Context: an optimization exercise on an open-source flow, tuned for small area and a short achievable clock period. The choices shown serve that exercise and are no tape-out recipe. RTL that was checked went through simulation tests only; none was proved equivalent to the original. Power figures rest on the tool's default switching activity, not on a simulated workload.

== main ==
// fir_chip
module fir_chip (
   input  logic                   clock,
   input  logic                   arst_n,
   input  logic                   psel,
   input  logic                   penable,
   input  logic                   pwrite,
   input  logic [8-1:0] paddr,
   input  logic [32-1:0] pwdata,
   output logic [32-1:0] prdata,
   output logic                   pready,
   output logic                   pslverr,
   input  logic                   in_valid,
   input  logic [16-1:0] in_data,
   output logic                   out_valid,
   output logic [16-1:0] out_data
);
export LEC_CHECK = 0
export ABC_AREA = 1
export CAP_MARGIN = 20
export CORE_MARGIN = 2
export CORE_UTILIZATION = 40
export CTS_BUF_LIST = sky130_fd_sc_hd__clkbuf_4 sky130_fd_sc_hd__clkbuf_8
export SETUP_SLACK_MARGIN = 5.0
export SLEW_MARGIN = 20
export SYNTH_HIERARCHICAL = 1
create_clock -name core_clock -period 10.5 [get_ports {clock}]
standard.sh (not shown) runs the stock make flow with config.mk's settings and CLKGATE_MAP_FILE= SYNTH_SCRIPT=/design/flow/synth_recipe.tcl, a recipe that flattens the netlist after the stock synthesis.
==> flow/flow/run.sh <==
#!/bin/bash
set -euo pipefail
bash standard.sh SETUP_SLACK_MARGIN=5.3 finish > make.log 2>&1
--- input diff main..the feature branch ---
==> flow/run.sh (new file) <==
#!/bin/bash
# synth_recipe.tcl (not shown) runs the flow's synth.tcl, then flattens the netlist and writes it again
# the make line also repeats each setting of config.mk as NAME=value (left out here)
make -C /OpenROAD-flow-scripts/flow DESIGN_CONFIG=/design/flow/config.mk WORK_HOME=/design/flow/orfs CLKGATE_MAP_FILE= SYNTH_SCRIPT=/design/flow/synth_recipe.tcl finish
removed: flow/flow/run.sh
removed: flow/standard.sh
==> comparison <==
Compare the feature branch and main | final period demand of the worst path lower: main. Compared with main, in the feature branch final cell area excluding filler cells lower, clock network fraction of total power shows an increase of 0.5 points, fraction of area in clock buffers and inverters comparable, sequential share of layout area increased by 0.31 points relative to the old numbers. The feature branch has final standard cell utilization of the core below what main had. Setup slack of the critical path after layout down 0.027 ns in the feature branch wrt main. When the final numbers for the feature branch and main were put side by side, the total power turned out to be smaller in main. What the feature branch reported for number of DRC markers after the initial detailed-route iteration has to be multiplied by 0.935 to get the figure for main. On register cell area after layout, the feature branch and main are basically level.
No run of this note included a check of the RTL's function; only the layout flow was run.

---

maple:
Another version of the RTL of fir_chip (not shown whole).
Size: roughly 3800 cells after synthesis, roughly 110 I/O pins, ~45000 µm² of cells after synthesis.
==> flow/config.mk <==
export PLATFORM = sky130hd
export DESIGN_NAME = fir_chip
export DESIGN_NICKNAME = fir_chip
export VERILOG_FILES = /design/flow/design.v
export SDC_FILE = /design/flow/constraint.sdc
export NUM_CORES = 4
export LEC_CHECK = 0
export ABC_AREA = 1
export CAP_MARGIN = 20
export CORE_MARGIN = 2
export CORE_UTILIZATION = 40
export CTS_BUF_LIST = sky130_fd_sc_hd__clkbuf_4 sky130_fd_sc_hd__clkbuf_8
export PLACE_DENSITY = 0.8
export SETUP_SLACK_MARGIN = 5.0
export SLEW_MARGIN = 20
export SYNTH_HIERARCHICAL = 1
==> flow/constraint.sdc <==
create_clock -name core_clock -period 10.5 [get_ports {clock}]
set_input_delay 2.1000 -clock core_clock [delete_from_list [all_inputs] [get_ports {clock}]]
set_output_delay 2.1000 -clock core_clock [all_outputs]
set_load 0.01 [all_outputs]
run.sh (not shown) runs the stock make flow with config.mk's settings and CLKGATE_MAP_FILE= SYNTH_SCRIPT=/design/flow/synth_recipe.tcl, a recipe that flattens the netlist after the stock synthesis.
Stock flow here: none of the scripts above is used.
maple: PASS, flow complete, no timing, DRC or antenna violations
Inputs modified between maple and pine:
-- flow/config.mk --
<<< maple, line 13
export PLACE_DENSITY = 0.8
>>> pine, line 13
pine finished every stage and its layout cleared the timing, DRC and antenna checks.
In pine, the number of logic stages on the critical path including buffering came out 2 below the value in maple.
| final-stage net count | pine vs maple | ≈ equal |
Worst hold slack, pine and maple, higher one = pine.
Synthesized-area fraction occupied by ao, oa, aoi and oai cells: maple vs pine identical

---

run A:
Another version of the RTL of fir_chip (not shown whole).
Size: roughly 4100 cells after synthesis, ~440 flip-flops, about 0.046 sq mm of cells after synthesis.
make LEC_CHECK=0 ABC_AREA=1 CAP_MARGIN=20 CORE_MARGIN=2 CORE_UTILIZATION=40 SETUP_SLACK_MARGIN=4.5 SLEW_MARGIN=20 SYNTH_HIERARCHICAL=1 finish   # period 10.5 ns
> inputs changed (run A -> run B)
--- a/flow/config.mk
+++ b/flow/config.mk
@@ -11,3 +11,3 @@
 export CORE_UTILIZATION = 40
-export SETUP_SLACK_MARGIN = 4.5
+export SETUP_SLACK_MARGIN = 5.0
 export SLEW_MARGIN = 20
### Flow results
Run B completed end to end with timing, DRC and antenna clean. Summary — non-clock buffering overhead in the final layout, run B relative to run A: higher, by 3.4 points. Endpoint of the most critical setup path: prdata[9] -> run A, u_top.u_fir.acc_b[27] -> run B. Going from run A to run B, growth of design area from synthesis to finish now larger; number of buffers other than clock buffers in the final layout now larger; number of vias in the routed layout now larger; total met3 wirelength after detailed routing now larger; cell count now larger.

-- static timing again, ports no longer ideal --
Ports are ideal in the flow. The routed layouts listed here were re-timed in OpenROAD.
Step 1: set_driving_cell puts a clkbuf_16 on clock and a buf_2 on each other input, an assumption about the parent block.
Step 2, shift: input delay + t, output delay - t, t = (earliest + latest rising clock arrival at the registers) / 2. This alone moves slack from input paths to output paths.
Slacks: ideal / step 1 / step 2; pairs: ideal / step 1.
| run | t (ns) | slack for setup (ns) | worst setup path at the end | slew at the worst register clock pin (ns) | worst data-port slew with drivers (ns) |
|---|---|---|---|---|---|
| main | 0.803 | 4.985 / 4.945 / 4.945 | input to output | 0.07 / 0.07 | 0.06 |
| the feature branch | 0.804 | 4.959 / 4.959 / 4.959 | register to register | 0.07 / 0.07 | 0.06 |
| maple | 0.769 | 4.976 / 4.955 / 4.955 | input to output | 0.06 / 0.06 | 0.06 |
| pine | 0.784 | 4.990 / 4.957 / 4.957 | input to output | 0.07 / 0.07 | 0.05 |
| run A | 0.701 | 4.532 / 4.502 / 4.502 | input to output | 0.06 / 0.06 | 0.05 |
| run B | 0.715 | 4.977 / 4.977 / 4.977 | register to register | 0.07 / 0.07 | 0.06 |
After both steps every run listed still meets setup and hold. The setup slack of main, which loses most, moves by -0.040 ns with the drivers and by -0.040 ns with both steps.
